This is an optimization exercise on Yosys and OpenROAD, whose aim is small area, not a production implementation. Function was checked by simulation only, so behaviour that the tests miss may differ from the original. The clock port is modelled as an ideal driver; clocking choices that lean on that would not hold on a real chip.

==> try-quartz: inputs <==
==> flow/design.v <==
package cps_pkg;
  typedef enum logic [1:0] {
    R_IDLE,
    R_READY,
    R_RUNNING,
    R_STOPPING
  } run_state_e;
  typedef enum logic [1:0] {
    CMD_NONE  = 2'd0,
    CMD_INIT  = 2'd1,
    CMD_START = 2'd2,
    CMD_STOP  = 2'd3
  } cmd_opcode_e;
  typedef struct packed {
    logic [6-1:0] row_start;
    logic [6-1:0] row_end;
    logic [4-1:0] col_start;
    logic [4-1:0] col_end;
  } readout_window_t;   
  typedef logic [16-1:0][16-1:0] adc_beat_t;
  typedef struct packed {
    logic                cyc;
    logic                stb;
    logic                we;
    logic [3-1:0] adr;
    logic [32-1:0]  dat;
  } wb_req_t;
  typedef struct packed {
    logic               ack;
    logic               err;
    logic [32-1:0] dat;
  } wb_rsp_t;
endpackage
`timescale 1ns/1ps
module cps_readout (
  input  logic                                 clk100M,
  input  logic                                 rst_command,
  input  logic                                 wb_cyc,
  input  logic                                 wb_stb,
  input  logic                                 wb_we,
  input  logic [3-1:0]                 wb_adr,
  input  logic [32-1:0]                   wb_dat_i,
  output logic                                 wb_ack,
  output logic                                 wb_err,
  output logic [32-1:0]                   wb_dat_o,
  input  logic                                 beat_valid,
  output logic                                 beat_ready,
  input  logic [16*16-1:0]   beat_data,
  input  logic                                 frame_start
);
  localparam int NSLOT = 64 / 8;    
  localparam int BEAT_W = 16 * 16;
  localparam logic [8:0] VETO_SEED = 9'h001;
  function automatic logic [8:0] lfsr_next(input logic [8:0] s);
    lfsr_next = {s[7:0], s[8] ^ s[4]};
  endfunction
  function automatic logic [8:0] lfsr_after(input integer n);
    logic [8:0] s;
    integer i;
    s = VETO_SEED;
    for (i = 0; i < n; i = i + 1)
      s = {s[7:0], s[8] ^ s[4]};
    lfsr_after = s;
  endfunction
  localparam logic [8:0] VETO_END = lfsr_after(450);
  logic                   ack_q, err_q;
  logic [3-1:0]   adr_q;        
  logic [1:0]             cmd_op;       
  logic                   cmd_ph;       
  logic [6-1:0]      pw_row_start, pw_row_end;    
  logic [4-1:0]      pw_col_start, pw_col_end;
  logic [6-1:0]      w_row_start, w_row_end;      
  logic [4-1:0]      w_col_start, w_col_end;
  logic [7:0]             frame_cnt;
  logic                   wrote_q, fd_q, veto_q;    
  logic [1:0]             rs_q;         
  logic [1:0]             run_state;
  logic [8:0]             veto_lfsr;
  logic [6-1:0]      row;
  logic [4-1:0]      col;
  logic                   ser_busy;     
  logic                   hold_valid;   
  logic                   end_pend;     
  logic [7-1:0] wr_ptr;       
  logic [7-1:0] rd_ptr;
  logic [64*32-1:0] mem;
  logic req, wr_en, rd_data, fifo_rd, fifo_empty;
  logic [1:0] cmd;
  logic [7-1:0] level;
  logic prog_full, veto, frame_done;
  assign req     = wb_cyc && wb_stb && !ack_q && !err_q;
  assign wr_en   = req && wb_we;
  assign rd_data = req && !wb_we && (wb_adr == 3'd6);
  assign fifo_rd = rd_data && !fifo_empty;
  assign cmd     = cmd_ph ? cmd_op : 2'd0;
  always_ff @(posedge clk100M) begin
    adr_q    <= wb_adr;
    wrote_q  <= ser_busy;
    fd_q     <= frame_done;
    veto_q   <= veto;
    rs_q     <= run_state;
  end
  always_ff @(posedge clk100M) begin
    if (rst_command) begin
      ack_q        <= 1'b0;
      err_q        <= 1'b0;
      cmd_op       <= 2'd0;
      cmd_ph       <= 1'b0;
      pw_row_start <= '0;
      pw_row_end   <= '0;
      pw_col_start <= '0;
      pw_col_end   <= '0;
      frame_cnt    <= '0;
    end else begin
      ack_q <= req && !(rd_data && fifo_empty);
      err_q <= rd_data && fifo_empty;
      if (wr_en && wb_adr == 3'd0) begin
        cmd_op <= wb_dat_i[1:0];
        cmd_ph <= 1'b0;
      end else if (!cmd_ph) begin
        cmd_ph <= 1'b1;
      end else begin
        cmd_op <= 2'd0;
      end
      if (wr_en && wb_adr == 3'd1) pw_row_start <= wb_dat_i[6-1:0];
      if (wr_en && wb_adr == 3'd2)   pw_row_end   <= wb_dat_i[6-1:0];
      if (wr_en && wb_adr == 3'd3) pw_col_start <= wb_dat_i[4-1:0];
      if (wr_en && wb_adr == 3'd4)   pw_col_end   <= wb_dat_i[4-1:0];
      if (frame_done)
        frame_cnt <= frame_cnt + 8'd1;
    end
  end
  always_ff @(posedge clk100M) begin
    if (!rst_command && cmd == cps_pkg::CMD_INIT) begin
      w_row_start <= pw_row_start;
      w_row_end   <= pw_row_end;
      w_col_start <= pw_col_start;
      w_col_end   <= pw_col_end;
    end
  end
  logic [7:0] st_frames;
  logic [7-1:0] st_level;
  assign st_frames = frame_cnt - 8'(fd_q);
  assign st_level  = level - 7'(wrote_q);
  logic [64-1:0] rsel;
  logic [32-1:0]     mem_out;
  always_comb begin
    for (int w = 0; w < 64; w++)
      rsel[w] = (adr_q == 3'd6) && (rd_ptr[5:0] == 6'(w + 1));
  end
  fifo_read_mux u_rmux (
    .mem (mem),
    .sel (rsel),
    .out (mem_out)
  );
  assign wb_dat_o = mem_out
    | ({32{adr_q == 3'd1}} & 32'(pw_row_start))
    | ({32{adr_q == 3'd2}}   & 32'(pw_row_end))
    | ({32{adr_q == 3'd3}} & 32'(pw_col_start))
    | ({32{adr_q == 3'd4}}   & 32'(pw_col_end))
    | ({32{adr_q == 3'd5}}    & {8'h00, st_frames, 1'b0, st_level, 4'h0, st_level >= 7'd48, veto_q, rs_q});
  assign wb_ack = ack_q;
  assign wb_err = err_q;
  assign veto = (veto_lfsr != VETO_END);
  always_ff @(posedge clk100M) begin
    if (rst_command) begin
      run_state <= cps_pkg::R_IDLE;
      veto_lfsr <= VETO_SEED;
    end else begin
      if (veto)
        veto_lfsr <= lfsr_next(veto_lfsr);
      case (run_state)
        cps_pkg::R_IDLE:     if (cmd == cps_pkg::CMD_INIT)  run_state <= cps_pkg::R_READY;
        cps_pkg::R_READY:    if (cmd == cps_pkg::CMD_START) run_state <= cps_pkg::R_RUNNING;
        cps_pkg::R_RUNNING:  if (cmd == cps_pkg::CMD_STOP)  run_state <= cps_pkg::R_STOPPING;
        default:             if (frame_done)                run_state <= cps_pkg::R_READY;
      endcase
    end
  end
  logic accept, in_win, keep, at_end, ser_free;
  logic [2:0] kslot;
  assign beat_ready = !hold_valid && !end_pend;
  assign accept = beat_valid && beat_ready;
  assign in_win = (row >= w_row_start) && (row <= w_row_end) &&
                  (col >= w_col_start) && (col <= w_col_end);
  assign keep   = accept && in_win && run_state[1] && !veto && !prog_full;
  assign at_end = (row == w_row_end) && (col == w_col_end);
  assign ser_free   = !ser_busy || (wr_ptr[2:0] == 3'd7);
  assign frame_done = ser_busy && (wr_ptr[2:0] == 3'd7) && end_pend && !hold_valid;
  assign kslot  = wr_ptr[5:3] + 3'(ser_busy);
  always_ff @(posedge clk100M) begin
    if (rst_command || frame_start) begin
      row <= '0;
      col <= '0;
    end else if (accept) begin
      if (col == 4'(16 - 1))
        row <= row + 1'b1;
      col <= col + 1'b1;
    end
  end
  always_ff @(posedge clk100M) begin
    if (rst_command) begin
      ser_busy   <= 1'b0;
      hold_valid <= 1'b0;
      end_pend   <= 1'b0;
      wr_ptr     <= '0;
      rd_ptr     <= '0;
    end else begin
      if (ser_free)
        ser_busy <= hold_valid || keep;
      if (ser_free)
        hold_valid <= 1'b0;
      else if (keep)
        hold_valid <= 1'b1;
      if (keep && at_end)
        end_pend <= 1'b1;
      else if (frame_done)
        end_pend <= 1'b0;
      if (ser_busy)
        wr_ptr <= wr_ptr + 1'b1;
      if (fifo_rd)
        rd_ptr <= rd_ptr + 1'b1;
    end
  end
  for (genvar s = 0; s < NSLOT; s++) begin : g_slot
    always_ff @(posedge clk100M) begin
      if (keep && kslot == 3'(s))
        mem[BEAT_W*s +: BEAT_W] <= beat_data;
    end
  end
  assign level      = wr_ptr - rd_ptr;
  assign fifo_empty = (wr_ptr == rd_ptr);
  assign prog_full  = (level >= 7'(48));
endmodule
module fifo_read_mux (
  input  logic [64*32-1:0] mem,
  input  logic [64-1:0]         sel,
  output logic [32-1:0]             out
);
  for (genvar b = 0; b < 32; b++) begin : g_bit
    logic [64-1:0] lane;
    for (genvar w = 0; w < 64; w++) begin : g_w
      assign lane[w] = mem[32*w + b];
    end
    read_mux_lane u_lane (
      .d   (lane),
      .sel (sel),
      .y   (out[b])
    );
  end
endmodule
module read_mux_lane (
  input  logic [64-1:0] d,
  input  logic [64-1:0] sel,
  output logic                   y
);
  logic [21:0] t_n;
  for (genvar g = 0; g < 21; g++) begin : g_a3
    aoi222 u_g (
      .d (d[3*g +: 3]),
      .s (sel[3*g +: 3]),
      .y (t_n[g])
    );
  end
  assign t_n[21] = ~(d[63] & sel[63]);
  assign y = ~&t_n;
endmodule
module aoi222 (
  input  logic [2:0] d,
  input  logic [2:0] s,
  output logic       y
);
  assign y = ~((d[0] & s[0]) | (d[1] & s[1]) | (d[2] & s[2]));
endmodule
==> flow/flow/run.sh <==
#!/bin/bash
# The standard layout, with two changes: the port buffers are the smallest buffer
# cell, and clock tree synthesis adds no dummy loads and clusters sinks wider.
set -euo pipefail
export BUFFER_PORTS_ARGS="-buffer_cell sky130_fd_sc_hd__buf_1"
export CTS_ARGS="-sink_clustering_enable -repair_clock_nets -sink_clustering_size 30 -sink_clustering_max_diameter 100 -dont_use_dummy_load"
bash standard.sh > standard.log 2>&1
==> flow/standard.sh <==
#!/bin/bash
# synth_recipe.tcl (not shown) runs the flow's synth.tcl, then flattens the netlist and writes it again
# the make line also repeats each setting of config.mk as NAME=value (left out here)
make -C /OpenROAD-flow-scripts/flow DESIGN_CONFIG=/design/flow/config.mk WORK_HOME=/design/flow/orfs CLKGATE_MAP_FILE= SYNTH_SCRIPT=/design/flow/synth_recipe.tcl "${@:-finish}"
==> flow/config.mk <==
export PLATFORM = sky130hd
export DESIGN_NAME = cps_readout
export DESIGN_NICKNAME = cps_readout
export VERILOG_FILES = /design/flow/design.v
export SDC_FILE = /design/flow/constraint.sdc
export NUM_CORES = 4
export LEC_CHECK = 0
export CAP_MARGIN = 20
export CORE_MARGIN = 2
export CORE_UTILIZATION = 40
export CTS_CLUSTER_DIAMETER = 100
export CTS_CLUSTER_SIZE = 30
export SLEW_MARGIN = 20
export SYNTH_HIERARCHICAL = 1
export SYNTH_MINIMUM_KEEP_SIZE = 0
==> flow/constraint.sdc <==
create_clock -name core_clock -period 10.0 [get_ports {clk100M}]
set_input_delay 2.0000 -clock core_clock [delete_from_list [all_inputs] [get_ports {clk100M}]]
set_output_delay 2.0000 -clock core_clock [all_outputs]
set_load 0.01 [all_outputs]
==> try-cedar: changes against try-quartz <==
--- a/flow/design.v
+++ b/flow/design.v
@@ -72,8 +72,7 @@
   logic [6-1:0]      w_row_start, w_row_end;      
   logic [4-1:0]      w_col_start, w_col_end;
   logic [7:0]             frame_cnt;
-  logic                   wrote_q, fd_q, veto_q;    
-  logic [1:0]             rs_q;         
+  logic [18:0]            status_q;     
   logic [1:0]             run_state;
   logic [8:0]             veto_lfsr;
   logic [6-1:0]      row;
@@ -95,10 +94,7 @@
   assign cmd     = cmd_ph ? cmd_op : 2'd0;
   always_ff @(posedge clk100M) begin
     adr_q    <= wb_adr;
-    wrote_q  <= ser_busy;
-    fd_q     <= frame_done;
-    veto_q   <= veto;
-    rs_q     <= run_state;
+    status_q <= {frame_cnt, level, prog_full, veto, run_state};
   end
   always_ff @(posedge clk100M) begin
     if (rst_command) begin
@@ -138,10 +134,6 @@
       w_col_end   <= pw_col_end;
     end
   end
-  logic [7:0] st_frames;
-  logic [7-1:0] st_level;
-  assign st_frames = frame_cnt - 8'(fd_q);
-  assign st_level  = level - 7'(wrote_q);
   logic [64-1:0] rsel;
   logic [32-1:0]     mem_out;
   always_comb begin
@@ -158,7 +150,7 @@
     | ({32{adr_q == 3'd2}}   & 32'(pw_row_end))
     | ({32{adr_q == 3'd3}} & 32'(pw_col_start))
     | ({32{adr_q == 3'd4}}   & 32'(pw_col_end))
-    | ({32{adr_q == 3'd5}}    & {8'h00, st_frames, 1'b0, st_level, 4'h0, st_level >= 7'd48, veto_q, rs_q});
+    | ({32{adr_q == 3'd5}}    & {8'h00, status_q[18:11], 1'b0, status_q[10:4], 4'h0, status_q[3:0]});
   assign wb_ack = ack_q;
   assign wb_err = err_q;
   assign veto = (veto_lfsr != VETO_END);
==> flow/run.sh (new file) <==
#!/bin/bash
# synth_recipe.tcl (not shown) runs the flow's synth.tcl, then flattens the netlist and writes it again
# the make line also repeats each setting of config.mk as NAME=value (left out here)
make -C /OpenROAD-flow-scripts/flow DESIGN_CONFIG=/design/flow/config.mk WORK_HOME=/design/flow/orfs CLKGATE_MAP_FILE= SYNTH_SCRIPT=/design/flow/synth_recipe.tcl finish
--- a/flow/config.mk
+++ b/flow/config.mk
@@ -9,7 +9,7 @@
 export CORE_MARGIN = 2
 export CORE_UTILIZATION = 40
 export CTS_CLUSTER_DIAMETER = 100
-export CTS_CLUSTER_SIZE = 30
+export CTS_CLUSTER_SIZE = 25
 export SLEW_MARGIN = 20
 export SYNTH_HIERARCHICAL = 1
 export SYNTH_MINIMUM_KEEP_SIZE = 0
removed: flow/flow/run.sh
removed: flow/standard.sh
==> try-nickel: changes against try-quartz <==
==> flow/design.v, changed modules only <==
module cps_readout (
  input  logic                                 clk100M,
  input  logic                                 rst_command,
  input  logic                                 wb_cyc,
  input  logic                                 wb_stb,
  input  logic                                 wb_we,
  input  logic [3-1:0]                 wb_adr,
  input  logic [32-1:0]                   wb_dat_i,
  output logic                                 wb_ack,
  output logic                                 wb_err,
  output logic [32-1:0]                   wb_dat_o,
  input  logic                                 beat_valid,
  output logic                                 beat_ready,
  input  logic [16*16-1:0]   beat_data,
  input  logic                                 frame_start
);
  localparam int NSLOT = 64 / 8;    
  localparam int BEAT_W = 16 * 16;
  localparam logic [8:0] VETO_SEED = 9'h001;
  function automatic logic [8:0] lfsr_next(input logic [8:0] s);
    lfsr_next = {s[7:0], s[8] ^ s[4]};
  endfunction
  function automatic logic [8:0] lfsr_after(input integer n);
    logic [8:0] s;
    integer i;
    s = VETO_SEED;
    for (i = 0; i < n; i = i + 1)
      s = {s[7:0], s[8] ^ s[4]};
    lfsr_after = s;
  endfunction
  localparam logic [8:0] VETO_END = lfsr_after(450);
  logic                   ack_q, err_q;
  logic [3-1:0]   adr_q;        
  logic [1:0]             cmd_op;       
  logic                   cmd_ph;       
  logic [6-1:0]      pw_row_start, pw_row_end;    
  logic [4-1:0]      pw_col_start, pw_col_end;
  logic [6-1:0]      w_row_start, w_row_end;      
  logic [4-1:0]      w_col_start, w_col_end;
  logic [7:0]             frame_cnt;
  logic [18:0]            status_q;     
  logic [1:0]             run_state;
  logic [8:0]             veto_lfsr;
  logic [6-1:0]      row;
  logic [4-1:0]      col;
  logic                   ser_busy;     
  logic                   hold_valid;   
  logic                   end_pend;     
  logic [7-1:0] wr_ptr;       
  logic [7-1:0] rd_ptr;
  logic [64*32-1:0] mem;
  logic req, wr_en, rd_data, fifo_rd, fifo_empty;
  logic [1:0] cmd;
  logic [7-1:0] level;
  logic prog_full, veto, frame_done;
  assign req     = wb_cyc && wb_stb && !ack_q && !err_q;
  assign wr_en   = req && wb_we;
  assign rd_data = req && !wb_we && (wb_adr == 3'd6);
  assign fifo_rd = rd_data && !fifo_empty;
  assign cmd     = cmd_ph ? cmd_op : 2'd0;
  always_ff @(posedge clk100M) begin
    adr_q    <= wb_adr;
    status_q <= {frame_cnt, level, prog_full, veto, run_state};
  end
  always_ff @(posedge clk100M) begin
    if (rst_command) begin
      ack_q        <= 1'b0;
      err_q        <= 1'b0;
      cmd_op       <= 2'd0;
      cmd_ph       <= 1'b0;
      pw_row_start <= '0;
      pw_row_end   <= '0;
      pw_col_start <= '0;
      pw_col_end   <= '0;
      w_row_start  <= '0;
      w_row_end    <= '0;
      w_col_start  <= '0;
      w_col_end    <= '0;
      frame_cnt    <= '0;
    end else begin
      ack_q <= req && !(rd_data && fifo_empty);
      err_q <= rd_data && fifo_empty;
      if (wr_en && wb_adr == 3'd0) begin
        cmd_op <= wb_dat_i[1:0];
        cmd_ph <= 1'b0;
      end else if (!cmd_ph) begin
        cmd_ph <= 1'b1;
      end else begin
        cmd_op <= 2'd0;
      end
      if (wr_en && wb_adr == 3'd1) pw_row_start <= wb_dat_i[6-1:0];
      if (wr_en && wb_adr == 3'd2)   pw_row_end   <= wb_dat_i[6-1:0];
      if (wr_en && wb_adr == 3'd3) pw_col_start <= wb_dat_i[4-1:0];
      if (wr_en && wb_adr == 3'd4)   pw_col_end   <= wb_dat_i[4-1:0];
      if (cmd == cps_pkg::CMD_INIT) begin
        w_row_start <= pw_row_start;
        w_row_end   <= pw_row_end;
        w_col_start <= pw_col_start;
        w_col_end   <= pw_col_end;
      end
      if (frame_done)
        frame_cnt <= frame_cnt + 8'd1;
    end
  end
  logic [64-1:0] rsel;
  logic [32-1:0]     mem_out;
  always_comb begin
    for (int w = 0; w < 64; w++)
      rsel[w] = (adr_q == 3'd6) && (rd_ptr[5:0] == 6'(w + 1));
    mem_out = '0;
    for (int w = 0; w < 64; w++)
      mem_out = mem_out | ({32{rsel[w]}} & mem[32*w +: 32]);
  end
  assign wb_dat_o = mem_out
    | ({32{adr_q == 3'd1}} & 32'(pw_row_start))
    | ({32{adr_q == 3'd2}}   & 32'(pw_row_end))
    | ({32{adr_q == 3'd3}} & 32'(pw_col_start))
    | ({32{adr_q == 3'd4}}   & 32'(pw_col_end))
    | ({32{adr_q == 3'd5}}    & {8'h00, status_q[18:11], 1'b0, status_q[10:4], 4'h0, status_q[3:0]});
  assign wb_ack = ack_q;
  assign wb_err = err_q;
  assign veto = (veto_lfsr != VETO_END);
  always_ff @(posedge clk100M) begin
    if (rst_command) begin
      run_state <= cps_pkg::R_IDLE;
      veto_lfsr <= VETO_SEED;
    end else begin
      if (veto)
        veto_lfsr <= lfsr_next(veto_lfsr);
      case (run_state)
        cps_pkg::R_IDLE:     if (cmd == cps_pkg::CMD_INIT)  run_state <= cps_pkg::R_READY;
        cps_pkg::R_READY:    if (cmd == cps_pkg::CMD_START) run_state <= cps_pkg::R_RUNNING;
        cps_pkg::R_RUNNING:  if (cmd == cps_pkg::CMD_STOP)  run_state <= cps_pkg::R_STOPPING;
        default:             if (frame_done)                run_state <= cps_pkg::R_READY;
      endcase
    end
  end
  logic accept, in_win, keep, at_end, ser_free;
  logic [2:0] kslot;
  assign beat_ready = !hold_valid && !end_pend;
  assign accept = beat_valid && beat_ready;
  assign in_win = (row >= w_row_start) && (row <= w_row_end) &&
                  (col >= w_col_start) && (col <= w_col_end);
  assign keep   = accept && in_win && run_state[1] && !veto && !prog_full;
  assign at_end = (row == w_row_end) && (col == w_col_end);
  assign ser_free   = !ser_busy || (wr_ptr[2:0] == 3'd7);
  assign frame_done = ser_busy && (wr_ptr[2:0] == 3'd7) && end_pend && !hold_valid;
  assign kslot  = wr_ptr[5:3] + 3'(ser_busy);
  always_ff @(posedge clk100M) begin
    if (rst_command || frame_start) begin
      row <= '0;
      col <= '0;
    end else if (accept) begin
      if (col == 4'(16 - 1))
        row <= row + 1'b1;
      col <= col + 1'b1;
    end
  end
  always_ff @(posedge clk100M) begin
    if (rst_command) begin
      ser_busy   <= 1'b0;
      hold_valid <= 1'b0;
      end_pend   <= 1'b0;
      wr_ptr     <= '0;
      rd_ptr     <= '0;
    end else begin
      if (ser_free)
        ser_busy <= hold_valid || keep;
      if (ser_free)
        hold_valid <= 1'b0;
      else if (keep)
        hold_valid <= 1'b1;
      if (keep && at_end)
        end_pend <= 1'b1;
      else if (frame_done)
        end_pend <= 1'b0;
      if (ser_busy)
        wr_ptr <= wr_ptr + 1'b1;
      if (fifo_rd)
        rd_ptr <= rd_ptr + 1'b1;
    end
  end
  for (genvar s = 0; s < NSLOT; s++) begin : g_slot
    always_ff @(posedge clk100M) begin
      if (keep && kslot == 3'(s))
        mem[BEAT_W*s +: BEAT_W] <= beat_data;
    end
  end
  assign level      = wr_ptr - rd_ptr;
  assign fifo_empty = (wr_ptr == rd_ptr);
  assign prog_full  = (level >= 7'(48));
endmodule
// module fifo_read_mux removed
// module read_mux_lane removed
// module aoi222 removed
==> flow/run.sh (new file) <==
#!/bin/bash
# synth_recipe.tcl (not shown) runs the flow's synth.tcl, then flattens the netlist and writes it again
# the make line also repeats each setting of config.mk as NAME=value (left out here)
make -C /OpenROAD-flow-scripts/flow DESIGN_CONFIG=/design/flow/config.mk WORK_HOME=/design/flow/orfs CLKGATE_MAP_FILE= SYNTH_SCRIPT=/design/flow/synth_recipe.tcl finish
--- a/flow/config.mk
+++ b/flow/config.mk
@@ -8,8 +8,4 @@
 export CAP_MARGIN = 20
 export CORE_MARGIN = 2
 export CORE_UTILIZATION = 40
-export CTS_CLUSTER_DIAMETER = 100
-export CTS_CLUSTER_SIZE = 30
 export SLEW_MARGIN = 20
-export SYNTH_HIERARCHICAL = 1
-export SYNTH_MINIMUM_KEEP_SIZE = 0
removed: flow/flow/run.sh
removed: flow/standard.sh
==> notes.md <==
* Tap cells at roughly 2500
* Sequential share of cell area at 0.766
* Measured slew at the worst slew-check pin at between 1 and 1.5 ns
* Status: complete, no violations
* Sequential cell count at roughly 2100
* Syn Nets at 3981
* Clock Skew at roughly 0.065 ns
* WL/cell at roughly 38 um
* Unique masters post-synth at 53
Source of the figures above: try-quartz

==> notes.md <==
* WL/cell at about 38 um
* Syn Nets at just under 4000
* Unique masters post-synth at between 50 and 60
* Sequential share of cell area at 0.744
* Multi-input logic portion of the cell area at 0.138
* Initial antenna violation count at 62
* Worst EP arrival at 5.94 ns
* Status: complete, no violations
* Sequential cell count at between 2000 and 2500
Source of the figures above: try-cedar

==> notes.md <==
* Post-CTS setup buffers at 0
* Sequential cell count at 2161
* CP Depth at 12
* Placed cell areas at approximately 0.09 mm^2
* Sw Ratio at 0.206
* Synth warn at 1
* Measured slew at the worst slew-check pin at ~1.3 ns
* WL/cell at slightly above 40 um
* Status: complete, no violations
* Place WS at ~3.0 ns
* Kind of critical path: reg2out
* Syn Nets at 4953
* Sequential share of cell area at 0.675
* DRT iter0 DRCs at slightly above 10000
* Unique masters post-synth at 78
* Vias in the first global route at 48992
Source of the figures above: try-nickel

-- re-timing with driven ports --
No port has a modelled driver above. Below, the same layouts with a new extraction and two added sets of constraints.
Step 1 assumes that a clkbuf_16 drives the clock port and a buf_2 every other input.
Step 2, shift: input delay + t, output delay - t, t = (earliest + latest rising clock arrival at the registers) / 2. This alone moves slack from input paths to output paths.
Three values: ideal, step 1, step 2; two values: the first two.
run	shift t [ns]	setup slack, ns	clock arrival spread, ns	worst slew at a driven data input, ns
try-quartz	0.810	2.738 / 2.651 / 3.461	0.070 / 0.070	0.24
try-cedar	0.861	2.065 / 1.979 / 2.840	0.074 / 0.073	0.22
try-nickel	0.935	1.934 / 1.844 / 2.780	0.038 / 0.039	0.19
After both steps every run listed still meets setup and hold.
